Source: an optimization exercise on an open RTL-to-GDS flow (aim: small area). Production flows keep margins and buffers that such runs may drop. Function was checked by simulation only, so behaviour that the tests miss may differ from the original. Power figures rest on the tool's default switching activity, not on a simulated workload.

==> config.mk <==
export PLATFORM = sky130hd
export DESIGN_NAME = wildcard_word_match_unit
export DESIGN_NICKNAME = wildcard_word_match_unit
export VERILOG_FILES = /design/flow/design.v
export SDC_FILE = /design/flow/constraint.sdc
export NUM_CORES = 4
export LEC_CHECK = 0
export CAP_MARGIN = 20
export CELL_PAD_IN_SITES_DETAIL_PLACEMENT = 1
export CELL_PAD_IN_SITES_GLOBAL_PLACEMENT = 2
export CORE_MARGIN = 2
export CORE_UTILIZATION = 25
export PLACE_DENSITY = 0.4
export SLEW_MARGIN = 20
==> constraint.sdc <==
create_clock -name core_clock -period 10.0 [get_ports {clk}]
set_input_delay 2.0000 -clock core_clock [delete_from_list [all_inputs] [get_ports {clk}]]
set_output_delay 2.0000 -clock core_clock [all_outputs]
set_load 0.01 [all_outputs]
==> design.v <==
`default_nettype none
package wwm_pkg;
  localparam int MAX_PATTERN_DEFAULT = 32;
  localparam int COUNT_BITS_DEFAULT  = 24;
  localparam int CHAR_BITS      = 8;
  localparam int LEN_BITS       = 6;
  localparam int STAR_BITS      = 5;
  localparam int OUT_COUNT_BITS = 24;
  localparam int PAT_CHARS      = 32;
  localparam int PAT_BITS       = PAT_CHARS * CHAR_BITS;
  localparam int DATA_BITS = 64;
  localparam int ADDR_BITS = 6;
  localparam int REG_BITS  = ADDR_BITS - 3;
  localparam logic [REG_BITS-1:0] REG_PAT_A  = 3'd0;
  localparam logic [REG_BITS-1:0] REG_PAT_B  = 3'd1;
  localparam logic [REG_BITS-1:0] REG_PAT_C  = 3'd2;
  localparam logic [REG_BITS-1:0] REG_PAT_D  = 3'd3;
  localparam logic [REG_BITS-1:0] REG_LENGTH = 3'd4;
  localparam logic [REG_BITS-1:0] REG_MODE   = 3'd5;
  localparam logic [REG_BITS-1:0] REG_STAR   = 3'd6;
  localparam logic [CHAR_BITS-1:0] CHAR_QUESTION = 8'h3F;
  typedef struct packed {
    logic [PAT_BITS-1:0]  pattern_bytes;
    logic [LEN_BITS-1:0]  pattern_length;
    logic                 match_mode;
    logic [STAR_BITS-1:0] star_position;
  } cfg_t;
endpackage
`default_nettype wire
`default_nettype none
module wwm_cfg (
  input  wire logic                          clk,
  input  wire logic                          rst,
  input  wire logic                          psel,
  input  wire logic                          penable,
  input  wire logic                          pwrite,
  input  wire logic [wwm_pkg::ADDR_BITS-1:0] paddr,
  input  wire logic [wwm_pkg::DATA_BITS-1:0] pwdata,
  output logic      [wwm_pkg::DATA_BITS-1:0] prdata,
  output logic                               pready,
  output wwm_pkg::cfg_t                      cfg
);
  logic [wwm_pkg::REG_BITS-1:0]  reg_index;
  logic                          write_en;
  logic [wwm_pkg::DATA_BITS-1:0] wdata;
  logic [7:0]                    load;
  assign reg_index = paddr[wwm_pkg::ADDR_BITS-1:3];
  assign write_en  = psel & penable & pwrite;
  assign pready    = 1'b1;
  assign wdata = pwdata & {wwm_pkg::DATA_BITS{~rst}};
  for (genvar k = 0; k < 8; k++) begin : g_load
    assign load[k] = rst | (write_en & (reg_index == 3'(k)));
  end
  always_ff @(posedge clk) begin
    if (load[0]) cfg.pattern_bytes[0*64 +: 64] <= wdata;
    if (load[1]) cfg.pattern_bytes[1*64 +: 64] <= wdata;
    if (load[2]) cfg.pattern_bytes[2*64 +: 64] <= wdata;
    if (load[3]) cfg.pattern_bytes[3*64 +: 64] <= wdata;
    if (load[4]) cfg.pattern_length <= {wdata[wwm_pkg::LEN_BITS-1:1], wdata[0] | rst};
    if (load[5]) cfg.match_mode     <= wdata[0];
    if (load[6]) cfg.star_position  <= wdata[wwm_pkg::STAR_BITS-1:0];
  end
  always_comb begin
    case (reg_index)
      wwm_pkg::REG_PAT_A:  prdata = cfg.pattern_bytes[0*64 +: 64];
      wwm_pkg::REG_PAT_B:  prdata = cfg.pattern_bytes[1*64 +: 64];
      wwm_pkg::REG_PAT_C:  prdata = cfg.pattern_bytes[2*64 +: 64];
      wwm_pkg::REG_PAT_D:  prdata = cfg.pattern_bytes[3*64 +: 64];
      wwm_pkg::REG_LENGTH: prdata = wwm_pkg::DATA_BITS'(cfg.pattern_length);
      wwm_pkg::REG_MODE:   prdata = wwm_pkg::DATA_BITS'(cfg.match_mode);
      wwm_pkg::REG_STAR:   prdata = wwm_pkg::DATA_BITS'(cfg.star_position);
      default:             prdata = '0;
    endcase
  end
endmodule
`default_nettype wire
`default_nettype none
module wwm_cell (
  input  wire logic                          star_mode,
  input  wire logic [wwm_pkg::CHAR_BITS-1:0] word_char,
  input  wire logic [wwm_pkg::CHAR_BITS-1:0] pat_char,
  input  wire logic                          run_in,
  output logic                               run_out
);
  assign run_out = run_in & ((word_char == pat_char) |
                             (~star_mode & (pat_char == wwm_pkg::CHAR_QUESTION)));
endmodule
`default_nettype wire
`default_nettype none
module wildcard_word_match_unit #(
  parameter int MAX_PATTERN = wwm_pkg::MAX_PATTERN_DEFAULT,
  parameter int COUNT_BITS  = wwm_pkg::COUNT_BITS_DEFAULT
) (
  input  wire logic                               clk,
  input  wire logic                               rst,
  input  wire logic                               in_valid,
  output logic                                    in_ready,
  input  wire logic [wwm_pkg::CHAR_BITS-1:0]      word_char,
  input  wire logic                               end_of_word,
  output logic                                    out_valid,
  input  wire logic                               out_ready,
  output logic                                    matched,
  output logic      [wwm_pkg::OUT_COUNT_BITS-1:0] word_number,
  output logic      [wwm_pkg::OUT_COUNT_BITS-1:0] match_count,
  input  wire logic                               psel,
  input  wire logic                               penable,
  input  wire logic                               pwrite,
  input  wire logic [wwm_pkg::ADDR_BITS-1:0]      paddr,
  input  wire logic [wwm_pkg::DATA_BITS-1:0]      pwdata,
  output logic      [wwm_pkg::DATA_BITS-1:0]      prdata,
  output logic                                    pready
);
  localparam int LB = wwm_pkg::LEN_BITS;
  localparam int CB = wwm_pkg::CHAR_BITS;
  localparam int OB = wwm_pkg::OUT_COUNT_BITS;
  localparam int NP = wwm_pkg::PAT_CHARS;
  wwm_pkg::cfg_t cfg;
  wwm_cfg u_cfg (
    .clk     (clk),
    .rst     (rst),
    .psel    (psel),
    .penable (penable),
    .pwrite  (pwrite),
    .paddr   (paddr),
    .pwdata  (pwdata),
    .prdata  (prdata),
    .pready  (pready),
    .cfg     (cfg)
  );
  logic accept;
  logic push;
  logic pop;
  logic skid_valid;
  assign in_ready = ~skid_valid;
  assign accept   = in_valid & in_ready;
  assign push     = accept & end_of_word;
  assign pop      = out_valid & out_ready;
  logic [LB-1:0] eff_len;
  logic [LB-1:0] pre_len;
  logic          star_in;
  logic          suf_any;
  always_comb begin
    eff_len = cfg.pattern_length[LB-1] ? LB'(NP) : cfg.pattern_length;
    star_in = LB'(cfg.star_position) < eff_len;
    pre_len = star_in ? LB'(cfg.star_position) : eff_len;
    suf_any = LB'(cfg.star_position) + LB'(1) < eff_len;
  end
  logic          first;
  logic          pre_done;
  logic [NP-1:0] run;
  logic          pre_done_in;
  logic [NP-1:0] run_in;
  logic [NP-1:0] run_next;
  assign pre_done_in = pre_done | (pre_len == '0);
  for (genvar i = 0; i < NP; i++) begin : g_pos
    if (i == 0) begin : g_head
      assign run_in[i] = first;
    end else begin : g_link
      assign run_in[i] = (cfg.match_mode && cfg.star_position == 5'(i - 1)) ? pre_done_in
                                                                              : run[i-1];
    end
    wwm_cell u_cell (
      .star_mode (cfg.match_mode),
      .word_char (word_char),
      .pat_char  (cfg.pattern_bytes[i*CB +: CB]),
      .run_in    (run_in[i]),
      .run_out   (run_next[i])
    );
  end
  logic [4:0] end_idx;
  logic [4:0] pre_idx;
  logic       run_end;
  logic       pre_end;
  logic       pre_done_next;
  logic       hit;
  always_comb begin
    end_idx       = 5'(eff_len - LB'(1));
    pre_idx       = 5'(pre_len - LB'(1));
    run_end       = run_next[end_idx];
    pre_end       = run_next[pre_idx];
    pre_done_next = pre_done_in | pre_end;
    if (cfg.match_mode) begin
      hit = suf_any ? run_end : pre_done_next;
    end else begin
      hit = (eff_len != '0) & run_end;
    end
  end
  always_ff @(posedge clk) begin
    if (rst || (accept && end_of_word)) begin
      first    <= 1'b1;
      pre_done <= 1'b0;
      run      <= '0;
    end else if (accept) begin
      first    <= 1'b0;
      pre_done <= pre_done_next;
      run      <= run_next;
    end
  end
  logic out_matched;
  logic skid_matched;
  logic load_skid;
  logic load_new;
  logic load_out;
  logic load_matched;
  logic [OB-1:0] word_num;
  logic [OB-1:0] match_num;
  assign load_skid    = skid_valid & pop;
  assign load_new     = ~skid_valid & push & (~out_valid | pop);
  assign load_out     = load_skid | load_new;
  assign load_matched = skid_valid ? skid_matched : hit;
  always_ff @(posedge clk) begin
    if (rst) begin
      out_valid  <= 1'b0;
      skid_valid <= 1'b0;
    end else if (skid_valid) begin
      if (pop) begin
        skid_valid <= 1'b0;
      end
    end else if (push) begin
      if (!out_valid || pop) begin
        out_valid <= 1'b1;
      end else begin
        skid_valid <= 1'b1;
      end
    end else if (pop) begin
      out_valid <= 1'b0;
    end
  end
  always_ff @(posedge clk) begin
    if (load_out) begin
      out_matched <= load_matched;
    end
    if (~skid_valid & push) begin
      skid_matched <= hit;
    end
  end
  always_ff @(posedge clk) begin
    if (rst) begin
      word_num <= '0;
    end else if (pop) begin
      word_num <= word_num + OB'(1);
    end
  end
  always_ff @(posedge clk) begin
    if (rst) begin
      match_num <= '0;
    end else if (load_out && load_matched && match_num != {OB{1'b1}}) begin
      match_num <= match_num + OB'(1);
    end
  end
  assign matched     = out_matched;
  assign word_number = word_num;
  assign match_count = match_num;
endmodule
`default_nettype wire
==> run.sh <==
#!/bin/bash
# synth_recipe.tcl (not shown) runs the flow's synth.tcl, then flattens the netlist and writes it again
# the make line also repeats each setting of config.mk as NAME=value (left out here)
make -C /OpenROAD-flow-scripts/flow DESIGN_CONFIG=/design/flow/config.mk WORK_HOME=/design/flow/orfs CLKGATE_MAP_FILE= SYNTH_SCRIPT=/design/flow/synth_recipe.tcl finish
==> results of run 1 <==
[synthesized netlist by cell type, types with 6 or more instances]
| cell | number | area [um^2] |
|---|---|---|
| dfxtp_1 | 83 | 1660 |
| inv_1 | 27 | 101 |
| nor4b_1 | 10 | 87.6 |
| o21ai_0 | 19 | 95.1 |
| a211o_1 | 6 | 52.6 |
| mux2i_1 | 13 | 130 |
| nand3b_1 | 19 | 143 |
| or3b_2 | 6 | 52.6 |
| edfxtp_1 | 270 | 8110 |
| ha_1 | 18 | 225 |
| nor3_1 | 28 | 140 |
| nand2b_1 | 8 | 50.1 |
| nor2b_1 | 96 | 601 |
| xnor2_1 | 39 | 342 |
| buf_2 | 18 | 90.1 |
| clkbuf_1 | 85 | 319 |
| a21oi_1 | 95 | 475 |
| xor2_1 | 246 | 2150 |
| nor2_1 | 123 | 462 |
| a2111oi_0 | 9 | 78.8 |
| nand2_1 | 159 | 597 |
| and3_1 | 19 | 119 |
| nand4_1 | 50 | 313 |
| nand3_1 | 42 | 210 |
| mux2_2 | 9 | 101 |
| nor3b_1 | 7 | 52.6 |
| nor4_1 | 89 | 557 |
| and2_1 | 15 | 93.8 |
| mux2_1 | 18 | 203 |
| a22oi_1 | 125 | 938 |
| a211oi_1 | 15 | 113 |
| nand4b_1 | 10 | 87.6 |
| buf_1 | 15 | 56.3 |
[layer usage]
layer  vias up  GRT usage (%)
met5         -              0
met4         6           3.69
met3        81           2.99
met2       293           34.3
met1      8206           28.7
li1       7345              -
[layout make-up]
class	instances	area (um^2)	share of cell area [%]
Clock buffer	60	1270	5.18
Clock inverter	27	206	0.844
Timing Repair Buffer	241	2280	9.30
Sequential cell	353	9770	39.9
Inverter	28	105	0.430
Multi-Input combinational cell	1392	9530	38.9
Tap cell	1050	1310	5.37
[kinds of logic after synthesis]
| kind of cell | Yosys count | synth area share [%] |
|---|---|---|
| AND/OR/NAND/NOR | 708 | 19.3 |
| flip-flops | 353 | 49.2 |
| AO/OA/AOI/OAI | 336 | 12.1 |
| XOR/XNOR | 286 | 12.7 |
| buffers and inverters | 152 | 3.16 |
| multiplexers | 43 | 2.48 |
| adder cells (fa/ha/maj) | 18 | 1.13 |
| other | 1 | 0.0189 |
[path summary, 6_finish.rpt]
| check | start | end | slack (ns) | cells after the start |
|---|---|---|---|---|
| worst max-delay path | u_cfg.cfg[11] | match_num[20] | 2.21 | 25 |
| worst max register to register | u_cfg.cfg[11] | match_num[20] | 2.21 | 25 |
| worst min register to register | first | first | 0.44 | 1 |
| worst min-delay path | first | first | 0.44 | 1 |
[state kept, by name, indices dropped and copies added (netlist names)]
register / count
match_num: 24
first: 1
run: 31
skid_matched: 1
skid_valid: 1
out_valid: 1
out_matched: 1
u_cfg.cfg: 268
word_num: 24
pre_done: 1
[power by group]
group          leakage, nW  total [mW]  switching (mW)  internal [mW]
sequential            3.28        1.81           0.119           1.69
clock                0.720        1.65           0.699          0.948
combinational         4.38       0.681           0.422          0.259
total                 8.37        4.14            1.24           2.90
==> key figures, run 1 <==
Clock network
  – CTS clk-pin slew, worst paths: 0.06 ns
  – Post-CTS setup repair buffer count: 0
  – Total CTS buffers: 48
  – Root Buffer: clkbuf_16
  – H-tree levels: 2
  – Worst-Skew Late Latency: 0.60 ns
  – Max clock buf depth: 3
  – Cts hold-fix bufs: 0
  – CTS tree: done
  – Clock Sinks: 353
  – Number of gates resized after CTS: 0

GRT
  – Initial antenna violation count: 4
  – Vias in the first global route: 17000
  – Gr usage total: 20.6%
  – Pin count of the biggest net entering global routing: 96
  – Grt ovf: 0
  – First-pass GRT wire length: 123000 um

Floorplanning
  – Die Area: 0.0817 mm^2
  – Core area: 0.0787 mm^2
  – # IOs: 202
  – Die width: 286 um
  – Cell Rows: 103
  – Floorplan die height: 286 um
  – Initial core utilization: 25.2%

Synthesis
  – Syn nets: 2001
  – Synth warn: 2
  – Distinct cell type count after synthesis: 84
  – Mapped Cells: 1897
  – EDFF count, synth: 270
  – #FFs+latches synth: 353
  – Syn avg cell area: 10.5 um^2
  – Ys async rst share: 0%
  – Mapped cell area: 0.0198 mm^2
  – Main synth FF type: edfxtp_1
  – Seq/Total Area, Yosys: 49.2%

Worst setup path
  – Worst-path maximum fanout: 15
  – Cell mode on critical path: buf_4
  – CP endpoint kind: flip-flop
  – Crit Path Class: reg -> reg
  – CP max stage delay: 0.71 ns
  – Crit path launch type: flip-flop
  – Buf/Inv on CP: 7
  – CP Data Required Time: 10.49 ns
  – Arr. time, crit path: 8.28 ns
  – Delay-heaviest family, CP: compound AO/OA/AOI/OAI gates
  – Critical-path top delay cell: a221oi_4

Power
  – Worst VDD drop: 116 uV
  – Pwr dens: 169 mW/mm^2
  – Leakage: 8.37 nW
  – Power, Total: 4.14 mW

STA
  – Final setup fails: 0
  – FMAX: 0.128 GHz
  – RSZ-0062 raised after global routing: no
  – Worst-Margin Slew: 1.15 ns
  – Final Max Tran Viols: 0
  – Clock Skew: 0.0236 ns
  – Worst hold slack: 0.444 ns
  – Period utilisation layout: 77.9%
  – Slew HR: 23.1%
  – Fin crit period: 7.79 ns
  – PnR worst setup slack: 2.21 ns
  – Setup Total Neg Slack: 0 ns
  – Hold Vio Cnt, Final: 0

Routing
  – Drt pass-1 iters: 5
  – Drt wl/cell: 27.1 um
  – DRC: 0
  – Post-DR vias/cell: 5.06
  – Vias: 15900
  – Highest metal layer with signal wires: met5
  – Final WL: 85300 um
  – DRT antenna net count: 0
  – DR WL met2: 40000 um
  – Drt first-iter violations: 941
  – Sum of routed wire segments on met1: 40900 um
  – Metal3 WL: 3120 um

Cells and area
  – Most frequent cells in the layout: edfxtp_1, xor2_1, clkdlybuf4s50_1, nand2_1, a22oi_1
  – Fill cell count: 8705
  – Layout Cells excl Fill: 3151
  – Fraction of final layout cells sized beyond drive strength 1: 7.95%
  – Final non-filler cell area: 0.0245 mm^2
  – Most common cell after layout, fill and taps aside: edfxtp_1
  – Final Util: 31.1%
  – N_diodes: 0
  – Final nets: 2168
  – Synth-to-layout area growth: 23.3%

Placed design
  – Routability cong.: 0.805
  – Inst Count DP: 3064
  – Dpl ws: 2.20 ns
  – IO Port Bufs: 197
  – Final HPWL DP: 60000 um
  – Dpl cell area: 0.0230 mm^2

Job
  – MaxCap Viol Count: 0

Min path
  – Hold Crit Class: reg -> reg

Outcome
  – Outcome: complete, no violations
==> run 2, diff against run 1 <==
--- a/design.v
+++ b/design.v
@@ -60,17 +60,16 @@
     if (load[5]) cfg.match_mode     <= wdata[0];
     if (load[6]) cfg.star_position  <= wdata[wwm_pkg::STAR_BITS-1:0];
   end
+  logic [7:0] rsel;
+  assign rsel = 8'(1) << reg_index;
   always_comb begin
-    case (reg_index)
-      wwm_pkg::REG_PAT_A:  prdata = cfg.pattern_bytes[0*64 +: 64];
-      wwm_pkg::REG_PAT_B:  prdata = cfg.pattern_bytes[1*64 +: 64];
-      wwm_pkg::REG_PAT_C:  prdata = cfg.pattern_bytes[2*64 +: 64];
-      wwm_pkg::REG_PAT_D:  prdata = cfg.pattern_bytes[3*64 +: 64];
-      wwm_pkg::REG_LENGTH: prdata = wwm_pkg::DATA_BITS'(cfg.pattern_length);
-      wwm_pkg::REG_MODE:   prdata = wwm_pkg::DATA_BITS'(cfg.match_mode);
-      wwm_pkg::REG_STAR:   prdata = wwm_pkg::DATA_BITS'(cfg.star_position);
-      default:             prdata = '0;
-    endcase
+    prdata = ({64{rsel[0]}} & cfg.pattern_bytes[0*64 +: 64])
+           | ({64{rsel[1]}} & cfg.pattern_bytes[1*64 +: 64])
+           | ({64{rsel[2]}} & cfg.pattern_bytes[2*64 +: 64])
+           | ({64{rsel[3]}} & cfg.pattern_bytes[3*64 +: 64])
+           | ({64{rsel[4]}} & wwm_pkg::DATA_BITS'(cfg.pattern_length))
+           | ({64{rsel[5]}} & wwm_pkg::DATA_BITS'(cfg.match_mode))
+           | ({64{rsel[6]}} & wwm_pkg::DATA_BITS'(cfg.star_position));
   end
 endmodule
 `default_nettype wire
@@ -152,12 +151,13 @@
   logic [NP-1:0] run_in;
   logic [NP-1:0] run_next;
   assign pre_done_in = pre_done | (pre_len == '0);
+  logic [NP-1:0] star_at;
   for (genvar i = 0; i < NP; i++) begin : g_pos
+    assign star_at[i] = cfg.match_mode & (cfg.star_position == 5'(i));
     if (i == 0) begin : g_head
       assign run_in[i] = first;
     end else begin : g_link
-      assign run_in[i] = (cfg.match_mode && cfg.star_position == 5'(i - 1)) ? pre_done_in
-                                                                              : run[i-1];
+      assign run_in[i] = run[i-1] | (star_at[i-1] & pre_done_in);
     end
     wwm_cell u_cell (
       .star_mode (cfg.match_mode),
@@ -185,16 +185,14 @@
       hit = (eff_len != '0) & run_end;
     end
   end
-  always_ff @(posedge clk) begin
-    if (rst || (accept && end_of_word)) begin
-      first    <= 1'b1;
-      pre_done <= 1'b0;
-      run      <= '0;
-    end else if (accept) begin
-      first    <= 1'b0;
-      pre_done <= pre_done_next;
-      run      <= run_next;
-    end
+  logic keep;
+  logic step;
+  assign keep = ~rst & ~accept;
+  assign step = ~rst & accept & ~end_of_word;
+  always_ff @(posedge clk) begin
+    first    <= ~step & (first | ~keep);
+    pre_done <= (keep & pre_done) | (step & pre_done_next);
+    run      <= ({NP{keep}} & run) | ({NP{step}} & run_next);
   end
   logic out_matched;
   logic skid_matched;
==> config.mk (replaced) <==
export PLATFORM = sky130hd
export DESIGN_NAME = wildcard_word_match_unit
export DESIGN_NICKNAME = wildcard_word_match_unit
export VERILOG_FILES = /design/flow/design.v
export SDC_FILE = /design/flow/constraint.sdc
export NUM_CORES = 4
export LEC_CHECK = 0
export CAP_MARGIN = 0
export CORE_MARGIN = 2
export CORE_UTILIZATION = 50
export CTS_BUF_LIST = sky130_fd_sc_hd__clkbuf_4
export PLACE_DENSITY = 0.65
export SLEW_MARGIN = 0
==> run 2 against run 1 <==
  * Critical path depth decreased by 3
  * Utilization increased by 29 points
  * Still clean on timing, DRC and antenna
  * Cell count fell by 18%
  * Via count is 1.3% higher
  * Synthesized area shrank 1.6%
  * Clock power fell by 19%
  * Clock skew is 0.029 ns higher
  * Non-clock buffer count fell by 16
  * Largest cell class unchanged
==> key figures, run 2 <==
Worst setup path
  – Crit Path Class: reg -> reg
  – CP endpoint kind: flip-flop
  – CP Data Required Time: 10.68 ns
  – Arr. time, crit path: 8.08 ns
  – Reg2reg path depth: 22
  – R2r setup slk: 2.60 ns
  – Crit path launch type: flip-flop
  – FF-to-FF Start: u_cfg.cfg[11]
  – Worst-path maximum fanout: 42
  – R2R Path End: match_num[10]

Synthesis
  – Syn nets: 1897
  – Mapped Cells: 1793
  – EDFF count, synth: 270
  – Syn avg cell area: 10.9 um^2
  – Ys async rst share: 0%
  – Largest area contributor in the netlist: edfxtp_1
  – Most frequent cell after synthesis: edfxtp_1
  – Synth top area share: 41.5%
  – Mapped cell area: 0.0195 mm^2
  – #FFs+latches synth: 353
  – Most frequent cells after synthesis: edfxtp_1, xnor2_1, nor2_1
  – Largest cells by area after synthesis: edfxtp_1, dfxtp_1, xnor2_1
  – Distinct cell type count after synthesis: 86
  – Main synth FF type: edfxtp_1
  – Synth warn: 2
  – Seq/Total Area, Yosys: 50.0%

Placed design
  – Final HPWL DP: 41400 um
  – Routability cong.: 0.925
  – IO Port Bufs: 197
  – Dpl ws: 2.73 ns

Power
  – Switching power: 1.12 mW
  – Register share of total power: 47.6%
  – Clk network pwr share: 35.1%
  – Internal power: 2.68 mW
  – Combinational power share: 17.3%
  – Switching Fraction: 29.4%
  – Pwr dens: 165 mW/mm^2
  – Worst VDD drop: 90.5 uV
  – Power, Total: 3.79 mW
  – Leakage: 7.65 nW

Routing
  – Drt pass-1 iters: 7
  – Final WL: 62700 um
  – Drt first-iter violations: 1795
  – DRC: 0
  – DRT antenna net count: 0
  – Drt wl/cell: 24.3 um
  – Post-DR vias/cell: 6.26
  – Vias: 16100

Cells and area
  – Synth-to-layout area growth: 18.0%
  – Most common cell after layout, fill and taps aside: edfxtp_1
  – Largest Register: u_cfg.cfg
  – Final nets: 2085
  – Most frequent cells in the layout: edfxtp_1, xnor2_1, clkdlybuf4s50_1, clkbuf_4, nor2_1
  – Largest registers: u_cfg.cfg: 268 flops, run: 31 flops
  – Max reg flops: 268
  – Fraction of final layout cells sized beyond drive strength 1: 11.4%
  – Final Util: 59.6%

Floorplanning
  – Die width: 202 um
  – Cell Rows: 72
  – # IOs: 202
  – Die Area: 0.0407 mm^2
  – Core area: 0.0386 mm^2
  – Floorplan die height: 202 um
  – Initial core utilization: 50.5%

STA
  – Setup Total Neg Slack: 0 ns
  – Final setup fails: 0
  – Final Max Tran Viols: 0
  – Fin crit period: 7.40 ns
  – Clock Skew: 0.0526 ns
  – Period utilisation layout: 74.0%
  – Worst-Margin Slew: 1.19 ns
  – Slew HR: 20.3%
  – PnR worst setup slack: 2.60 ns
  – RSZ-0062 raised after global routing: no
  – Hold Vio Cnt, Final: 0
  – FMAX: 0.135 GHz

Min path
  – WHS Path Cells: 2
  – Worst Hold Launch: run[8]
  – WHS Endpoint: run[8]
  – Hold Crit Class: reg -> reg

Clock network
  – CTS clk-pin slew, worst paths: 0.06 ns
  – Post-CTS setup repair buffer count: 0
  – Worst-Skew Late Latency: 0.84 ns
  – Clock Sinks: 353
  – Root Buffer: clkbuf_4
  – CTS tree: done
  – Number of gates resized after CTS: 0
  – Total CTS buffers: 92
  – H-tree levels: 3
  – Cts hold-fix bufs: 0
  – Max clock buf depth: 3

GRT
  – First-pass GRT wire length: 94800 um
  – Pin count of the biggest net entering global routing: 67
  – Grt ovf: 0
  – Initial antenna violation count: 4
  – Vias in the first global route: 15900
  – Gr usage total: 30.5%

Job
  – MaxCap Viol Count: 0

Outcome
  – Outcome: complete, no violations
==> run 2: cell types whose count changed after synthesis, moves of 22 or more <==
cell,change
xor2_1,-151
xnor2_1,+150
a22oi_1,-80
nand2_1,-76
a22o_1,+59
nor4_1,-58
a221o_1,+41
a21oi_1,-40
nand4_1,+37
o31ai_1,+22
==> run 2: kinds of logic (layout without fill, tap and decap cells) <==
kind of cell,after synthesis,in the layout,share of synthesized area (%)
compound gates,375,375,14.6
xor+xnor,284,284,12.7
fa+ha+maj,18,18,1.15
buf+inv,155,416,3.39
flops,353,353,50.0
mux,17,17,1.06
other cells,1,7,0.0192
simple gates,590,590,17.0
==> run 2: worst max path at each step <==
stage / to / slack [ns] / cells past startpoint / start
floorplan: prdata[30] / 4.33 / 8 / paddr[4]
global placement: prdata[47] / 2.72 / 8 / paddr[4]
detailed placement: prdata[54] / 2.73 / 8 / paddr[4]
CTS: prdata[54] / 2.75 / 8 / paddr[4]
global route: match_num[10] / 2.33 / 22 / u_cfg.cfg[11]
finish: match_num[10] / 2.60 / 22 / u_cfg.cfg[11]
==> run 2: power groups by stage <==
stage | clock network, mW | registers, mW | logic, mW
4_1_cts | 1.36 | 1.80 | 0.651
3_3_place_gp | 0 | 1.83 | 0.640
2_1_floorplan | 0 | 1.79 | 0.435
5_1_grt | 1.44 | 1.81 | 0.702
6_report | 1.33 | 1.80 | 0.657
3_5_place_dp | 0 | 1.83 | 0.647
==> run 2: final cells by class <==
class	instances	area (um^2)
clock buffer	138	1040
antenna	6	15.0
clock inverter	29	210
multi-input combinational	1285	9130
sequential	353	9770
fill	3259	15600
timing repair buffer	225	2140
tap	518	648
inverter	24	90.1
==> run 2: worst max-delay path, stage by stage (launching register included) <==
cell       delay, ns
edfxtp_1        0.58
inv_1           0.29
nand2_1         0.21
ha_1            0.41
nand3_1         0.12
a21oi_1         0.53
nor2_1          0.21
a21o_2          0.39
inv_2           0.34
ha_1            0.35
or2_1           0.31
nand2_1         0.15
a2111oi_2       0.93
o21ai_0         0.24
a21oi_1         0.28
a211oi_1        0.13
nor4_1          0.39
a2111oi_2       0.12
a21oi_2         0.23
o21ai_2         0.08
buf_4           0.25
nor4_1          0.34
mux2_2          0.38
==> run 2: layer usage <==
layer / up-vias / track usage (%) / wire [um]
met2: 750 / 49.1 / 29500
met5: - / 0 / 18
met4: 2 / 11.2 / 1870
met3: 142 / 5.64 / 5020
li1: 7250 / - / -
met1: 7996 / 41.3 / 26300
==> run 2: metrics by stage <==
step	cells	cell area [um^2]	hold WS [ns]
final	2578	23000	0.462
after global placement	2405	21800	0.437
after CTS	2572	23000	0.458
after floorplan	1793	19500	0.425
after global routing	2578	23000	0.480
after detailed placement	2405	21800	0.444
==> run 3, diff against run 2 <==
--- a/config.mk
+++ b/config.mk
@@ -9,5 +9,7 @@
 export CORE_MARGIN = 2
 export CORE_UTILIZATION = 50
 export CTS_BUF_LIST = sky130_fd_sc_hd__clkbuf_4
+export CTS_CLUSTER_DIAMETER = 40
+export CTS_CLUSTER_SIZE = 10
 export PLACE_DENSITY = 0.65
 export SLEW_MARGIN = 0
==> run 3 against run 2 <==
  * Critical path type unchanged
  * Clock skew is 0.021 ns higher
  * Maximum frequency is 0.13% lower
  * Utilization is 0.79 points lower
  * Register-to-register slack hardly changed
  * Cell count is 2.6% lower
  * Largest power group unchanged
  * Largest cell class unchanged
  * Clock-buffer cell count is 69 lower
  * Wire length is 0.49% lower
  * Critical endpoint is now match_num[8]
  * Still clean
  * Total power is 4.8% lower
  * Non-clock buffer count stayed put
  * Sequential cell count stayed put
  * Highest routed layer is now met4
  * Clock power is 14% lower
==> key figures, run 3 <==
Worst setup path
  – CP endpoint kind: flip-flop
  – CP Data Required Time: 10.68 ns
  – Reg2reg path depth: 22
  – Arr. time, crit path: 8.09 ns
  – Crit Path Class: reg -> reg
  – FF-to-FF Start: u_cfg.cfg[11]
  – Crit path launch type: flip-flop
  – R2R Path End: match_num[8]
  – CP Launch Point: u_cfg.cfg[11]
  – R2r setup slk: 2.59 ns
  – Crit path capture: match_num[8]
  – Worst-path maximum fanout: 42

Floorplanning
  – Floorplan die height: 202 um
  – # IOs: 202
  – Core area: 0.0386 mm^2
  – Cell Rows: 72
  – Die Area: 0.0407 mm^2
  – Initial core utilization: 50.5%
  – Die width: 202 um

Routing
  – Final WL: 62400 um
  – DRC: 0
  – Vias: 15900
  – Drt first-iter violations: 1689
  – Drt wl/cell: 24.9 um
  – DRT antenna net count: 0
  – Drt pass-1 iters: 5
  – Post-DR vias/cell: 6.33

Clock network
  – Worst-Skew Late Latency: 0.84 ns
  – Cts hold-fix bufs: 0
  – H-tree levels: 2
  – Root Buffer: clkbuf_4
  – Max clock buf depth: 3
  – Clock Sinks: 353
  – Post-CTS setup repair buffer count: 0
  – Number of gates resized after CTS: 0
  – CTS clk-pin slew, worst paths: 0.11 ns
  – Total CTS buffers: 57
  – CTS tree: done

Synthesis
  – Ys async rst share: 0%
  – Synth warn: 2
  – Main synth FF type: edfxtp_1
  – Mapped Cells: 1793
  – EDFF count, synth: 270
  – Distinct cell type count after synthesis: 86
  – Most frequent cell after synthesis: edfxtp_1
  – Mapped cell area: 0.0195 mm^2
  – Syn nets: 1897
  – Syn avg cell area: 10.9 um^2
  – Largest area contributor in the netlist: edfxtp_1
  – #FFs+latches synth: 353
  – Seq/Total Area, Yosys: 50.0%
  – Largest cells by area after synthesis: edfxtp_1, dfxtp_1, xnor2_1
  – Synth top area share: 41.5%
  – Most frequent cells after synthesis: edfxtp_1, xnor2_1, nor2_1

Placed design
  – IO Port Bufs: 197
  – Routability cong.: 0.925
  – Final HPWL DP: 41400 um

Cells and area
  – Most common cell after layout, fill and taps aside: edfxtp_1
  – Max reg flops: 268
  – Final nets: 2050
  – Largest Register: u_cfg.cfg
  – Synth-to-layout area growth: 16.4%
  – Fraction of final layout cells sized beyond drive strength 1: 9.39%
  – Most frequent cells in the layout: edfxtp_1, xnor2_1, clkdlybuf4s50_1, nor2_1, xor2_1
  – Largest registers: u_cfg.cfg: 268 flops, run: 31 flops
  – Fill cell count: 3248

STA
  – Hold Vio Cnt, Final: 0
  – Worst-Margin Slew: 1.20 ns
  – Final Max Tran Viols: 0
  – RSZ-0062 raised after global routing: no
  – Clock Skew: 0.0734 ns
  – Slew HR: 20.1%
  – FMAX: 0.135 GHz
  – Fin crit period: 7.41 ns
  – Period utilisation layout: 74.1%
  – Final setup fails: 0
  – Setup Total Neg Slack: 0 ns

Min path
  – Hold Crit Class: reg -> reg

GRT
  – Pin count of the biggest net entering global routing: 67
  – Vias in the first global route: 15600
  – First-pass GRT wire length: 93800 um
  – Initial antenna violation count: 2
  – Gr usage total: 30.3%
  – Grt ovf: 0

Power
  – Leakage: 7.42 nW
  – Power, Total: 3.61 mW
  – Worst VDD drop: 90.0 uV
  – Pwr dens: 159 mW/mm^2

Outcome
  – Outcome: complete, no violations

Job
  – MaxCap Viol Count: 0
[run 3: cell counts after synthesis]
Identical to the previous run, type by type.
[run 3: through the flow]
stage / hold WS (ns) / area (um^2) / std cells / utilization, % / worst slack, ns
after floorplan: 0.425 / 19500 / 1793 / - / 4.33
after global placement: 0.437 / 21800 / 2405 / 56.4 / 2.72
after detailed placement: 0.444 / 21800 / 2405 / 56.4 / 2.73
after CTS: 0.466 / 22700 / 2509 / 58.8 / 2.74
after global routing: 0.486 / 22700 / 2511 / 58.8 / 2.31
final: 0.469 / 22700 / 2511 / 58.8 / 2.59
[run 3: worst min-delay path by stage]
stage	from	endpoint	slack, ns	depth (start not counted)
after floorplan	run[12]	run[12]	0.43	2
after global placement	run[10]	run[10]	0.44	2
after detailed placement	run[10]	run[10]	0.44	2
after CTS	run[10]	run[10]	0.47	2
after global routing	run[8]	run[8]	0.49	2
final	run[10]	run[10]	0.47	2
[run 3: kinds of logic (layout without fill, tap and decap cells)]
| family | after synthesis | after routing | share of synthesized area (%) |
|---|---|---|---|
| other | 1 | 3 | 0.0192 |
| DFF | 353 | 353 | 50.0 |
| adders and majority gates | 18 | 18 | 1.15 |
| muxes | 17 | 17 | 1.06 |
| and+or+nand+nor | 590 | 590 | 17.0 |
| AOI/OAI and AO/OA | 375 | 375 | 14.6 |
| xor gates and xnor gates | 284 | 284 | 12.7 |
| buffers and inverters | 155 | 353 | 3.39 |
[run 3: area by class of cell]
cell class,instances,area (um^2),area share (%)
Sequential cell,353,9770,43.0
Multi-Input combinational cell,1285,9130,40.2
Timing Repair Buffer,225,2140,9.41
Tap cell,518,648,2.85
Clock buffer,69,518,2.28
Clock inverter,35,432,1.90
Inverter,24,90.1,0.396
Antenna cell,2,5.00,0.0220
[run 3: power breakdown]
part	internal, mW	total [mW]	leakage, nW	switching (mW)
logic	0.272	0.657	3.64	0.385
clock network	0.558	1.15	0.503	0.592
registers	1.69	1.80	3.28	0.111
[run 3: per-layer routing]
| metal | GRT usage, % | share of wire, % |
|---|---|---|
| met1 | 40.6 | 42 |
| met2 | 48.6 | 47 |
| met3 | 5.46 | 7.8 |
| met4 | 12.5 | 3.4 |
| met5 | 0 | 0 |
[run 3: critical path: stages (launching register included)]
cell and delay, ns:
edfxtp_1 0.60, inv_1 0.30, nand2_1 0.21, ha_1 0.41
nand3_1 0.12, a21oi_1 0.54, nor2_1 0.22, a21o_2 0.39
inv_2 0.34, ha_1 0.34, or2_1 0.31, nand2_1 0.15
a2111oi_2 0.94, o21ai_0 0.24, a211oi_1 0.30, nor4_1 0.09
a211oi_1 0.27, o21ai_0 0.28, o21ai_2 0.20, o21ai_2 0.06
buf_4 0.25, nor4_1 0.33, mux2_2 0.38
==> run 4, diff against run 3 <==
==> flow/run.sh (new file) <==
#!/bin/bash
# Layout flow: the standard ORFS flow, with two changes that only affect
# buffer choice: port buffers use the smallest buffer cell, and the clock tree
# is built without dummy loads. Each tool's full output goes to a log here.
set -euo pipefail
bash standard.sh finish \
  "BUFFER_PORTS_ARGS=-buffer_cell sky130_fd_sc_hd__buf_1" \
  "CTS_ARGS=-sink_clustering_enable -repair_clock_nets -sink_clustering_size 10 -sink_clustering_max_diameter 40 -buf_list sky130_fd_sc_hd__clkbuf_4 -dont_use_dummy_load" \
  > make_finish.log 2>&1
==> standard.sh (new file) <==
#!/bin/bash
# synth_recipe.tcl (not shown) runs the flow's synth.tcl, then flattens the netlist and writes it again
# the make line also repeats each setting of config.mk as NAME=value (left out here)
make -C /OpenROAD-flow-scripts/flow DESIGN_CONFIG=/design/flow/config.mk WORK_HOME=/design/flow/orfs CLKGATE_MAP_FILE= SYNTH_SCRIPT=/design/flow/synth_recipe.tcl "${@:-finish}"
removed: run.sh
==> run 4 against run 3 <==
  * Worst setup slack better by 0.28 ns
  * Design area is 7.5% lower
  * Maximum frequency is 3.9% higher
  * Clock skew is 0.025 ns higher
  * Wire length is 2.8% lower
  * Total power is 13% lower
  * Sequential cell count stayed put
  * Largest power group unchanged
  * Highest routed layer unchanged
==> key figures, run 4 <==
Outcome
  – Outcome: complete, no violations

Clock network
  – Max clock buf depth: 3
  – Total CTS buffers: 58
  – CTS clk-pin slew, worst paths: 0.08 ns
  – H-tree levels: 2
  – Root Buffer: clkbuf_4
  – Post-CTS setup repair buffer count: 0
  – Cts hold-fix bufs: 0
  – Worst-Skew Late Latency: 0.84 ns
  – CTS tree: done
  – Number of gates resized after CTS: 0
  – Clock Sinks: 353

GRT
  – Gr usage total: 29.6%
  – First-pass GRT wire length: 93000 um
  – Initial antenna violation count: 2
  – Pin count of the biggest net entering global routing: 70
  – Vias in the first global route: 15600
  – Grt ovf: 0

Floorplanning
  – # IOs: 202
  – Cell Rows: 72
  – Die Area: 0.0407 mm^2
  – Core area: 0.0386 mm^2
  – Floorplan die height: 202 um
  – Die width: 202 um
  – Initial core utilization: 50.5%

Worst setup path
  – Worst-path maximum fanout: 42
  – Crit path launch type: flip-flop
  – FF-to-FF Start: u_cfg.cfg[11]
  – CP cell instances: inv_1, nand2_1, ha_1, nand3_1, a21oi_1, nor2_1, a21o_2, inv_2, ha_1, or2_1, nand2_1, a2111oi_2, o21ai_0, a211oi_1, nor4_1, a211oi_1, o21ai_0, o21ai_2, o21ai_2, buf_4, nor4_1, mux2_2
  – Crit Path Class: reg -> reg
  – R2R Path End: match_num[10]
  – Buf/Inv on CP: 3
  – CP Data Required Time: 10.64 ns
  – CP max stage delay: 0.69 ns
  – Critical-path top delay cell: a2111oi_2
  – R2r setup slk: 2.87 ns
  – Delay-heaviest family, CP: compound AO/OA/AOI/OAI gates
  – CP Launch Point: u_cfg.cfg[11]
  – Arr. time, crit path: 7.78 ns
  – Reg2reg path depth: 22
  – CP endpoint kind: flip-flop

STA
  – Final Max Tran Viols: 0
  – FMAX: 0.140 GHz
  – Slew HR: 20.7%
  – Hold Vio Cnt, Final: 0
  – PnR worst setup slack: 2.87 ns
  – Period utilisation layout: 71.3%
  – Fin crit period: 7.13 ns
  – Clock Skew: 0.0984 ns
  – RSZ-0062 raised after global routing: no
  – Worst-Margin Slew: 1.19 ns
  – Setup Total Neg Slack: 0 ns
  – Final setup fails: 0

Synthesis
  – #FFs+latches synth: 353
  – Largest cells by area after synthesis: edfxtp_1, dfxtp_1, xnor2_1
  – Syn nets: 1897
  – Ys async rst share: 0%
  – Synth warn: 2
  – Most frequent cell after synthesis: edfxtp_1
  – Most frequent cells after synthesis: edfxtp_1, xnor2_1, nor2_1
  – Mapped cell area: 0.0195 mm^2
  – Syn avg cell area: 10.9 um^2
  – Synth top area share: 41.5%
  – Main synth FF type: edfxtp_1
  – EDFF count, synth: 270
  – Seq/Total Area, Yosys: 50.0%
  – Largest area contributor in the netlist: edfxtp_1
  – Distinct cell type count after synthesis: 86
  – Mapped Cells: 1793

Routing
  – Drt wl/cell: 24.6 um
  – Vias: 15800
  – DRC: 0
  – Final WL: 60600 um
  – DRT antenna net count: 0
  – Post-DR vias/cell: 6.42
  – Drt first-iter violations: 1415
  – Drt pass-1 iters: 5

Power
  – Register share of total power: 57.2%
  – Clk network pwr share: 23.7%
  – Power, Total: 3.15 mW
  – Worst VDD drop: 90.7 uV
  – Internal power: 2.17 mW
  – Pwr dens: 150 mW/mm^2
  – Combinational power share: 19.1%
  – Leakage: 6.70 nW
  – Switching Fraction: 31.0%
  – Switching power: 0.975 mW

Cells and area
  – Largest registers: u_cfg.cfg: 268 flops, run: 31 flops
  – Fill cell count: 3437
  – Fraction of final layout cells sized beyond drive strength 1: 7.26%
  – Most common cell after layout, fill and taps aside: edfxtp_1
  – Largest Register: u_cfg.cfg
  – Final Util: 54.4%
  – Most frequent cells in the layout: edfxtp_1, xnor2_1, buf_1, nor2_1, xor2_1
  – Max reg flops: 268
  – Synth-to-layout area growth: 7.62%
  – Final nets: 2048
  – Multi-input logic area: 0.00913 mm^2
  – Sequential Area: 0.00977 mm^2

Placed design
  – Final HPWL DP: 39900 um
  – Routability cong.: 0.966
  – IO Port Bufs: 197
  – Dpl ws: 3.08 ns

Min path
  – WHS Path Cells: 2
  – WHS Endpoint: run[30]
  – Worst Hold Launch: run[30]
  – Hold Crit Class: reg -> reg

Job
  – MaxCap Viol Count: 0
[run 4: cell counts after synthesis]
Identical to the previous run, type by type.
[run 4: final cells by class]
cell class,count,share of cell area (%)
Clock buffer,58,2.07
Inverter,24,0.429
Sequential cell,353,46.5
Timing Repair Buffer,222,4.48
Multi-Input combinational cell,1285,43.4
Tap cell,518,3.08
Antenna cell,2,0.0238
[run 4: stage by stage]
stage          hold slack [ns]  instance area, um^2  std cells
2_1_floorplan            0.425                19500       1793
3_3_place_gp             0.438                20600       2402
3_5_place_dp             0.447                20600       2402
4_1_cts                  0.468                21000       2460
5_1_grt                  0.495                21000       2462
6_report                 0.465                21000       2462
[run 4: worst max path at each step]
stage	end	slack, ns	depth (start not counted)
3_5_place_dp	match_num[8]	3.08	22
4_1_cts	match_num[10]	2.98	22
5_1_grt	match_num[10]	2.40	21
6_report	match_num[10]	2.87	22
3_3_place_gp	match_num[8]	3.12	22
2_1_floorplan	prdata[30]	4.33	8
[run 4: routing by layer]
metal	up-vias	GRT usage [%]	part of all wire, %
met3	142	5.22	7.8
met4	0	10.7	3.2
li1	7076	-	-
met2	712	47.5	47
met1	7865	40.4	42
met5	-	0	0
[run 4: worst reg2reg max path, stage by stage (launching register included)]
cell and delay [ns]:
edfxtp_1 0.57, inv_1 0.26, nand2_1 0.17, ha_1 0.39
nand3_1 0.12, a21oi_1 0.54, nor2_1 0.19, a21o_2 0.38
inv_2 0.34, ha_1 0.36, or2_1 0.30, nand2_1 0.14
a2111oi_2 0.69, o21ai_0 0.26, a211oi_1 0.29, nor4_1 0.09
a211oi_1 0.30, o21ai_0 0.33, o21ai_2 0.22, o21ai_2 0.06
buf_4 0.25, nor4_1 0.34, mux2_2 0.37
[run 4: power by group through the flow]
| stage | combinational, mW | sequential (mW) | clock, mW |
|---|---|---|---|
| after global routing | 0.645 | 1.81 | 0.819 |
| final | 0.600 | 1.80 | 0.747 |
| after floorplan | 0.435 | 1.79 | 0 |
| after global placement | 0.580 | 1.83 | 0 |
| after CTS | 0.592 | 1.80 | 0.769 |
| after detailed placement | 0.589 | 1.83 | 0 |
[run 4: kinds of logic (layout without fill, tap and decap cells)]
family          count (synthesis)  after routing  synth area share (%)
fa+ha+maj                      18             18                  1.15
buf+inv                       155            304                  3.39
simple gates                  590            590                  17.0
other cells                     1              3                0.0192
mux                            17             17                  1.06
xor+xnor                      284            284                  12.7
flops                         353            353                  50.0
compound gates                375            375                  14.6
==> run 5, diff against run 4 <==
--- a/flow/run.sh
+++ b/flow/run.sh
@@ -5,5 +5,5 @@
 set -euo pipefail
 bash standard.sh finish \
   "BUFFER_PORTS_ARGS=-buffer_cell sky130_fd_sc_hd__buf_1" \
-  "CTS_ARGS=-sink_clustering_enable -repair_clock_nets -sink_clustering_size 10 -sink_clustering_max_diameter 40 -buf_list sky130_fd_sc_hd__clkbuf_4 -dont_use_dummy_load" \
+  "CTS_ARGS=-sink_clustering_enable -repair_clock_nets -sink_clustering_size 20 -sink_clustering_max_diameter 50 -buf_list sky130_fd_sc_hd__clkbuf_8 -dont_use_dummy_load" \
   > make_finish.log 2>&1
--- a/config.mk
+++ b/config.mk
@@ -8,8 +8,8 @@
 export CAP_MARGIN = 0
 export CORE_MARGIN = 2
 export CORE_UTILIZATION = 50
-export CTS_BUF_LIST = sky130_fd_sc_hd__clkbuf_4
-export CTS_CLUSTER_DIAMETER = 40
-export CTS_CLUSTER_SIZE = 10
+export CTS_BUF_LIST = sky130_fd_sc_hd__clkbuf_8
+export CTS_CLUSTER_DIAMETER = 50
+export CTS_CLUSTER_SIZE = 20
 export PLACE_DENSITY = 0.65
 export SLEW_MARGIN = 0
==> run 5 against run 4 <==
  * Still clean
  * Via count shrank 0.52%
  * Sequential power is essentially flat
  * Synthesized cell count is the same
  * First-iteration DRC count shrank 12%
  * Design area grew 0.65%
  * Sequential cell count is the same
  * Critical path type unchanged
==> key figures, run 5 <==
Worst setup path
  – CP endpoint kind: flip-flop
  – Delay-heaviest family, CP: compound AO/OA/AOI/OAI gates
  – CP max stage delay: 0.68 ns
  – Crit path launch type: flip-flop
  – Crit Path Class: reg -> reg
  – Worst-path maximum fanout: 42
  – Buf/Inv on CP: 3
  – CP cell instances: inv_1, nand2_1, ha_1, nand3_1, a21oi_1, nor2_1, a21o_2, inv_2, ha_1, or2_1, nand2_1, a2111oi_2, o21ai_0, a211oi_1, nor4_1, a211oi_1, o21ai_0, o21ai_2, o21ai_2, buf_4, nor4_1, mux2_2
  – CP Data Required Time: 10.49 ns
  – Critical-path top delay cell: a2111oi_2
  – Arr. time, crit path: 7.55 ns

GRT
  – Vias in the first global route: 15500
  – First-pass GRT wire length: 92700 um
  – Gr usage total: 29.5%
  – Initial antenna violation count: 0
  – Pin count of the biggest net entering global routing: 70
  – Grt ovf: 0

Floorplanning
  – Floorplan die height: 202 um
  – Cell Rows: 72
  – Initial core utilization: 50.5%
  – Core area: 0.0386 mm^2
  – Die width: 202 um
  – Die Area: 0.0407 mm^2
  – # IOs: 202

Clock network
  – CTS clk-pin slew, worst paths: 0.07 ns
  – H-tree levels: 2
  – Max clock buf depth: 3
  – CTS tree: done
  – Clock Sinks: 353
  – Cts hold-fix bufs: 0
  – Total CTS buffers: 42
  – Worst-Skew Late Latency: 0.65 ns
  – Number of gates resized after CTS: 0
  – Post-CTS setup repair buffer count: 0
  – Root Buffer: clkbuf_8

Synthesis
  – Largest cells by area after synthesis: edfxtp_1, dfxtp_1, xnor2_1
  – EDFF count, synth: 270
  – Post-synthesis xor/xnor area fraction: 12.7%
  – Main synth FF type: edfxtp_1
  – Mux cell area share after synthesis: 1.06%
  – Seq/Total Area, Yosys: 50.0%
  – Mapped cell area: 0.0195 mm^2
  – Most frequent cell after synthesis: edfxtp_1
  – Most frequent cells after synthesis: edfxtp_1, xnor2_1, nor2_1
  – Synth warn: 2
  – Ys async rst share: 0%
  – Mapped Cells: 1793
  – Distinct cell type count after synthesis: 86
  – Largest family of logic cells by synthesized area: simple AND/OR/NAND/NOR gates
  – #FFs+latches synth: 353
  – Syn nets: 1897
  – Simple logic cell fraction of the synthesized area: 17.0%
  – Largest area contributor in the netlist: edfxtp_1
  – Synth top area share: 41.5%
  – Post-synthesis adder-cell area fraction: 1.15%
  – Synth Area in Compound Gates: 14.6%
  – Syn avg cell area: 10.9 um^2

Routing
  – Vias: 15700
  – Final WL: 60500 um
  – Post-DR vias/cell: 6.43
  – DRC: 0
  – Drt wl/cell: 24.8 um
  – Drt pass-1 iters: 5
  – DRT antenna net count: 0
  – Drt first-iter violations: 1244

Power
  – Internal power: 2.28 mW
  – Leakage: 6.74 nW
  – Worst VDD drop: 107 uV
  – Switching power: 0.982 mW
  – Switching Fraction: 30.1%
  – Register share of total power: 55.2%
  – Clk network pwr share: 26.4%
  – Pwr dens: 154 mW/mm^2
  – Combinational power share: 18.4%

Cells and area
  – Sequential Area: 0.00977 mm^2
  – Fraction of final layout cells sized beyond drive strength 1: 6.49%
  – Final Util: 54.7%
  – Multi-input logic area: 0.00913 mm^2
  – Fill cell count: 3389
  – Final nets: 2032
  – Largest Register: u_cfg.cfg
  – Most frequent cells in the layout: edfxtp_1, xnor2_1, buf_1, nor2_1, xor2_1
  – Synth-to-layout area growth: 8.32%
  – Most common cell after layout, fill and taps aside: edfxtp_1
  – Max reg flops: 268
  – Largest registers: u_cfg.cfg: 268 flops, run: 31 flops
  – N_diodes: 0

STA
  – Period utilisation layout: 70.7%
  – Final Max Tran Viols: 0
  – Setup Total Neg Slack: 0 ns
  – Clock Skew: 0.0804 ns
  – Final setup fails: 0
  – RSZ-0062 raised after global routing: no
  – Fin crit period: 7.07 ns
  – Worst-Margin Slew: 1.21 ns
  – Slew HR: 19.1%
  – FMAX: 0.142 GHz
  – Hold Vio Cnt, Final: 0

Placed design
  – Routability cong.: 0.966
  – Final HPWL DP: 39900 um
  – IO Port Bufs: 197

Min path
  – Hold Crit Class: reg -> reg

Outcome
  – Outcome: complete, no violations

Job
  – MaxCap Viol Count: 0
==> run 5: final timing paths <==
path	startpoint	endpoint	slack [ns]	depth (start not counted)
hold / removal	run[22]	run[22]	0.46	2
setup / recovery	u_cfg.cfg[11]	match_num[8]	2.93	22
setup reg to reg	u_cfg.cfg[11]	match_num[8]	2.93	22
hold reg to reg	run[22]	run[22]	0.46	2
==> run 5: per-layer routing <==
metal	vias to the layer above	routed length, um	global-route usage (%)
met1	7889	25800	40.4
met2	667	28400	47.6
met4	0	1850	10.8
met5	-	0	0
met3	127	4510	4.79
li1	7030	-	-
==> run 5: cells by family after synthesis <==
logic type | Yosys count
adders and majority gates | 18
muxes | 17
and+or+nand+nor | 590
DFF | 353
AOI/OAI and AO/OA | 375
xor gates and xnor gates | 284
buffers and inverters | 155
other | 1
==> run 5: final cells by class <==
| class | instances | area share (%) |
|---|---|---|
| flip-flops and latches | 353 | 46.2 |
| multi-input cells | 1285 | 43.2 |
| repair buffers | 222 | 4.45 |
| well taps | 518 | 3.06 |
| clock buffers | 42 | 2.73 |
| inverters | 24 | 0.426 |
==> run 5: worst register-to-register path, delay by kind of cell (launching register included) <==
family	cells	cell delay, ns
flip-flops	1	0.57
multiplexers	1	0.37
adder cells (fa/ha/maj)	2	0.74
buffers and inverters	3	0.85
AO/OA/AOI/OAI	9	3.05
AND/OR/NAND/NOR	7	1.35
==> run 5: power groups by stage <==
stage / Combinational, mW / Sequential, mW / Clock, mW
floorplan: 0.435 / 1.79 / 0
global placement: 0.580 / 1.83 / 0
detailed placement: 0.589 / 1.83 / 0
CTS: 0.592 / 1.80 / 0.883
global route: 0.645 / 1.81 / 0.936
finish: 0.600 / 1.80 / 0.863
==> run 5: per-stage QoR <==
stage	worst slack, ns	std cells	cell area, um^2	power (mW)	hold WS, ns
after floorplan	4.33	1793	19500	2.23	0.425
after CTS	3.02	2444	21200	3.27	0.465
after global placement	3.12	2402	20600	2.41	0.438
final	2.93	2444	21200	3.27	0.464
after global routing	2.43	2444	21200	3.39	0.493
after detailed placement	3.08	2402	20600	2.42	0.447
==> run 6, diff against run 5 <==
==> flow/run.sh (replaced) <==
#!/bin/bash
# Layout flow: the standard ORFS flow with these changes:
#  - after the standard synthesis, the logic between registers is re-mapped
#    by ABC for area (registers keep their names, cells and connections);
#  - port buffers use the smallest buffer cell;
#  - the clock tree is built without dummy loads.
# Each tool's full output goes to a log file in this folder.
set -euo pipefail
here=$(pwd)
args=(
  "BUFFER_PORTS_ARGS=-buffer_cell sky130_fd_sc_hd__buf_1"
  "CTS_ARGS=-sink_clustering_enable -repair_clock_nets -sink_clustering_size 14 -sink_clustering_max_diameter 35 -buf_list sky130_fd_sc_hd__clkbuf_4 -dont_use_dummy_load"
)
bash standard.sh synth "${args[@]}" > make_synth.log 2>&1

res=$here/orfs/results/$FLOW_PLATFORM/wildcard_word_match_unit/base
cp "$res/1_2_yosys.v" "$here/standard_synth.v"
export RS_LIB=$FLOW_HOME/platforms/$FLOW_PLATFORM/lib/sky130_fd_sc_hd__tt_025C_1v80.lib
export RS_TOP=$FLOW_TOP
export RS_IN=$here/standard_synth.v
export RS_OUT=$here/resynth.v
export RS_SCRIPT=$here/flow/area.abc
export RS_FFS="$(grep -o 'sky130_fd_sc_hd__[a-z0-9]*df[a-z0-9_]*' "$RS_IN" | sort -u | tr '\n' ' ')"
export RS_DONTUSE="$(for c in $(sed -n '/DONT_USE_CELLS/,/^$/p' "$FLOW_HOME/platforms/$FLOW_PLATFORM/config.mk" | grep -o 'sky130_fd_sc_hd__[a-z0-9_]*'); do printf -- '-dont_use %s ' "$c"; done)"
yosys -c "$here/flow/resynth.tcl" > yosys_resynth.log 2>&1
yosys -c "$here/flow/check.tcl" > yosys_check.log 2>&1

cp "$RS_OUT" "$res/1_2_yosys.v"
rm -f "$res/1_synth.odb" "$res/1_synth.sdc"
bash standard.sh finish "${args[@]}" > make_finish.log 2>&1
==> flow/area.abc (new file) <==
&get -n
&st
&dch
&nf -R 1000 -p
&st
&syn2
&dch
&nf -R 1000 -p
&st
&syn2
&dch
&nf -R 1000 -p
&put
==> flow/check.tcl (new file) <==
# Check the re-mapped netlist on its own against the library cells.
yosys -import
read_liberty -lib $::env(RS_LIB)
read_verilog $::env(RS_OUT)
hierarchy -check -top $::env(RS_TOP)
check -assert -mapped
stat -liberty $::env(RS_LIB)
==> flow/resynth.tcl (new file) <==
# Re-map the combinational logic of the standard synthesis netlist for area.
# Every register instance keeps its name, library cell and connections: the
# register cells are read as black boxes, so only the logic between them, the
# ports and the tie cells is re-mapped by ABC.
yosys -import
set lib $::env(RS_LIB)
read_liberty -ignore_miss_func $lib
read_verilog -defer $::env(RS_IN)
hierarchy -top $::env(RS_TOP)
foreach c [split [string trim $::env(RS_FFS)] " "] { blackbox $c }
flatten
# names of wires inside the flattened library cells are not kept
yosys rename -hide {w:*.*}
opt_clean -purge
opt -full
abc -script $::env(RS_SCRIPT) -liberty $lib {*}$::env(RS_DONTUSE)
opt_clean -purge
splitnets
opt_clean -purge
hilomap -singleton -hicell sky130_fd_sc_hd__conb_1 HI -locell sky130_fd_sc_hd__conb_1 LO
insbuf -buf sky130_fd_sc_hd__buf_4 A X
check
stat -liberty $lib
# left out here: hide names made inside functions
write_verilog -noattr -nohex -nodec $::env(RS_OUT)
--- a/config.mk
+++ b/config.mk
@@ -8,8 +8,8 @@
 export CAP_MARGIN = 0
 export CORE_MARGIN = 2
 export CORE_UTILIZATION = 50
-export CTS_BUF_LIST = sky130_fd_sc_hd__clkbuf_8
-export CTS_CLUSTER_DIAMETER = 50
-export CTS_CLUSTER_SIZE = 20
+export CTS_BUF_LIST = sky130_fd_sc_hd__clkbuf_4
+export CTS_CLUSTER_DIAMETER = 35
+export CTS_CLUSTER_SIZE = 14
 export PLACE_DENSITY = 0.65
 export SLEW_MARGIN = 0
==> run 6 against run 5 <==
  * Utilization grew 1.9 points
  * Cell count down 5.3%
  * Maximum frequency increased by 0.86%
  * Non-clock buffer count is 1 lower
  * Largest power group unchanged
  * Synthesized area is 10% lower
  * Clock skew down 0.0051 ns
  * Still clean on timing, DRC and antenna
  * Design area shrank 7.5%
  * Sequential power is essentially flat
  * Wire length down 6.9%
  * Via count is 5.9% lower
  * Highest routed layer unchanged
==> key figures, run 6 <==
Worst setup path
  – FF-to-FF Start: u_cfg.cfg[2]
  – Crit Path Class: reg -> reg
  – Worst-path maximum fanout: 21
  – CP max stage delay: 0.82 ns
  – R2r setup slk: 2.99 ns
  – Arr. time, crit path: 7.71 ns
  – Cell mode on critical path: a21oi_1
  – Reg2reg path depth: 25
  – R2R Path End: match_num[12]
  – Critical-path top delay cell: edfxtp_1
  – CP Data Required Time: 10.70 ns
  – Crit path launch type: flip-flop
  – CP endpoint kind: flip-flop

Floorplanning
  – Cell Rows: 68
  – Die width: 192 um
  – Die Area: 0.0367 mm^2
  – # IOs: 202
  – Core area: 0.0345 mm^2
  – Floorplan die height: 192 um
  – Initial core utilization: 50.9%

STA
  – Setup Total Neg Slack: 0 ns
  – Slew HR: 26.4%
  – Worst hold slack: 0.446 ns
  – RSZ-0062 raised after global routing: no
  – PnR worst setup slack: 2.99 ns
  – Final Max Tran Viols: 0
  – Hold Vio Cnt, Final: 0
  – Clock Skew: 0.0753 ns
  – Period utilisation layout: 70.1%
  – FMAX: 0.143 GHz
  – Fin crit period: 7.01 ns
  – Worst-Margin Slew: 1.10 ns
  – Final setup fails: 0

Placed design
  – Dpl cell area: 0.0191 mm^2
  – Routability cong.: 0.982
  – IO Port Bufs: 197
  – Inst Count DP: 2253
  – Final HPWL DP: 37100 um
  – Dpl ws: 2.71 ns

Cells and area
  – Layout Cells excl Fill: 2315
  – Most frequent cells in the layout: edfxtp_1, buf_1, nand2_1, xor2_1, a21oi_1
  – Final nets: 1945
  – Final Util: 56.6%
  – Synth-to-layout area growth: 11.3%
  – Fraction of final layout cells sized beyond drive strength 1: 5.55%
  – Fill cell count: 3131
  – Most common cell after layout, fill and taps aside: edfxtp_1
  – Largest Register: u_cfg.cfg
  – Final non-filler cell area: 0.0196 mm^2
  – Largest registers: u_cfg.cfg: 268 flops, run: 31 flops
  – Max reg flops: 268

Clock network
  – Worst-Skew Late Latency: 0.83 ns
  – CTS clk-pin slew, worst paths: 0.09 ns
  – Max clock buf depth: 3
  – Clock Sinks: 353
  – Cts hold-fix bufs: 0
  – Number of gates resized after CTS: 0
  – Root Buffer: clkbuf_4
  – Post-CTS setup repair buffer count: 0
  – H-tree levels: 2
  – Total CTS buffers: 59
  – CTS tree: done

Routing
  – Drt wl/cell: 24.3 um
  – DRC: 0
  – Drt first-iter violations: 1809
  – DR WL met2: 25600 um
  – DRT antenna net count: 0
  – Post-DR vias/cell: 6.39
  – Highest metal layer with signal wires: met4
  – Sum of routed wire segments on met1: 23100 um
  – Vias: 14800
  – Drt pass-1 iters: 8
  – Final WL: 56300 um
  – Metal3 WL: 5780 um

Outcome
  – Outcome: complete, no violations

Synthesis
  – Synth warn: 2
  – Mapped Cells: 1579
  – Syn nets: 1665
  – Syn avg cell area: 11.1 um^2
  – Mapped cell area: 0.0176 mm^2

Power
  – Power, Total: 3.00 mW
  – Pwr dens: 153 mW/mm^2
  – Worst VDD drop: 98.0 uV
  – Leakage: 6.50 nW

GRT
  – Grt ovf: 0
  – Vias in the first global route: 14300
  – First-pass GRT wire length: 84600 um
  – Pin count of the biggest net entering global routing: 69
  – Gr usage total: 30.8%
  – Initial antenna violation count: 2

Min path
  – Hold Crit Class: reg -> reg
  – Worst Hold Launch: first
  – WHS Path Cells: 2
  – WHS Endpoint: first

Job
  – MaxCap Viol Count: 0
## run 6: worst max path at each step
| stage | from | end | slack, ns |
|---|---|---|---|
| CTS | u_cfg.cfg[2] | match_num[12] | 3.02 |
| global placement | word_char[1] | match_num[12] | 2.77 |
| global route | u_cfg.cfg[2] | match_num[12] | 2.17 |
| finish | u_cfg.cfg[2] | match_num[12] | 2.99 |
| detailed placement | word_char[1] | match_num[12] | 2.71 |
| floorplan | paddr[4] | prdata[10] | 1.78 |
## run 6: area by class of cell
type,instances,area [um^2],share of cell area [%]
tap,455,569,2.91
multi-input combinational,1184,7690,39.3
inverter,40,150,0.768
antenna,3,7.51,0.0384
sequential,353,9770,49.9
clock buffer,59,443,2.26
timing repair buffer,221,933,4.77
## run 6: where the power goes
group          switching, mW  leakage [nW]  internal (mW)
Clock                  0.470         0.271          0.267
Combinational          0.289          2.95          0.164
Sequential             0.118          3.28           1.69
## run 6: routing by layer
layer  up-vias  GRT usage (%)
met3       131           7.56
li1       6720              -
met1      7120           41.5
met5         -              0
met4         0           11.8
met2       820           48.2
## run 6: critical path, delay by kind of cell (launching register included)
family	cells	cell delay [ns]
flip-flops	1	0.82
buffers and inverters	2	0.70
AND/OR/NAND/NOR	10	2.52
AO/OA/AOI/OAI	13	2.86

[port drivers added, routing unchanged]
Ports are ideal in the flow. The routed layouts listed here were re-timed in OpenROAD.
Step 1 assumes that a clkbuf_16 drives the clock port and a buf_2 every other input.
Step 2 also shifts input and output timing later by t, the mid clock arrival at the registers, as if the neighbouring blocks saw the same clock.
a / b / c = ideal ports / drivers / drivers and shift; a / b = the first two.
run	t, ns	slack for setup (ns)	worst hold slack (ns)	worst data-port slew with drivers (ns)
run 1	0.657	2.211 / 2.211 / 2.211	0.444 / 0.444 / 0.444	0.09
run 2	0.869	2.600 / 2.600 / 2.600	0.462 / 0.462 / 0.462	0.08
run 3	0.863	2.590 / 2.590 / 2.590	0.469 / 0.469 / 0.469	0.09
run 4	0.835	2.867 / 2.867 / 2.867	0.465 / 0.465 / 0.465	0.14
run 5	0.657	2.934 / 2.934 / 2.934	0.464 / 0.464 / 0.464	0.14
run 6	0.842	2.994 / 2.994 / 2.550	0.446 / 0.446 / 0.446	0.05
After both steps setup and hold are still met in every run listed. For run 6, which loses most, drivers alone change the setup slack by 0.000 ns; drivers and shift together by -0.444 ns.
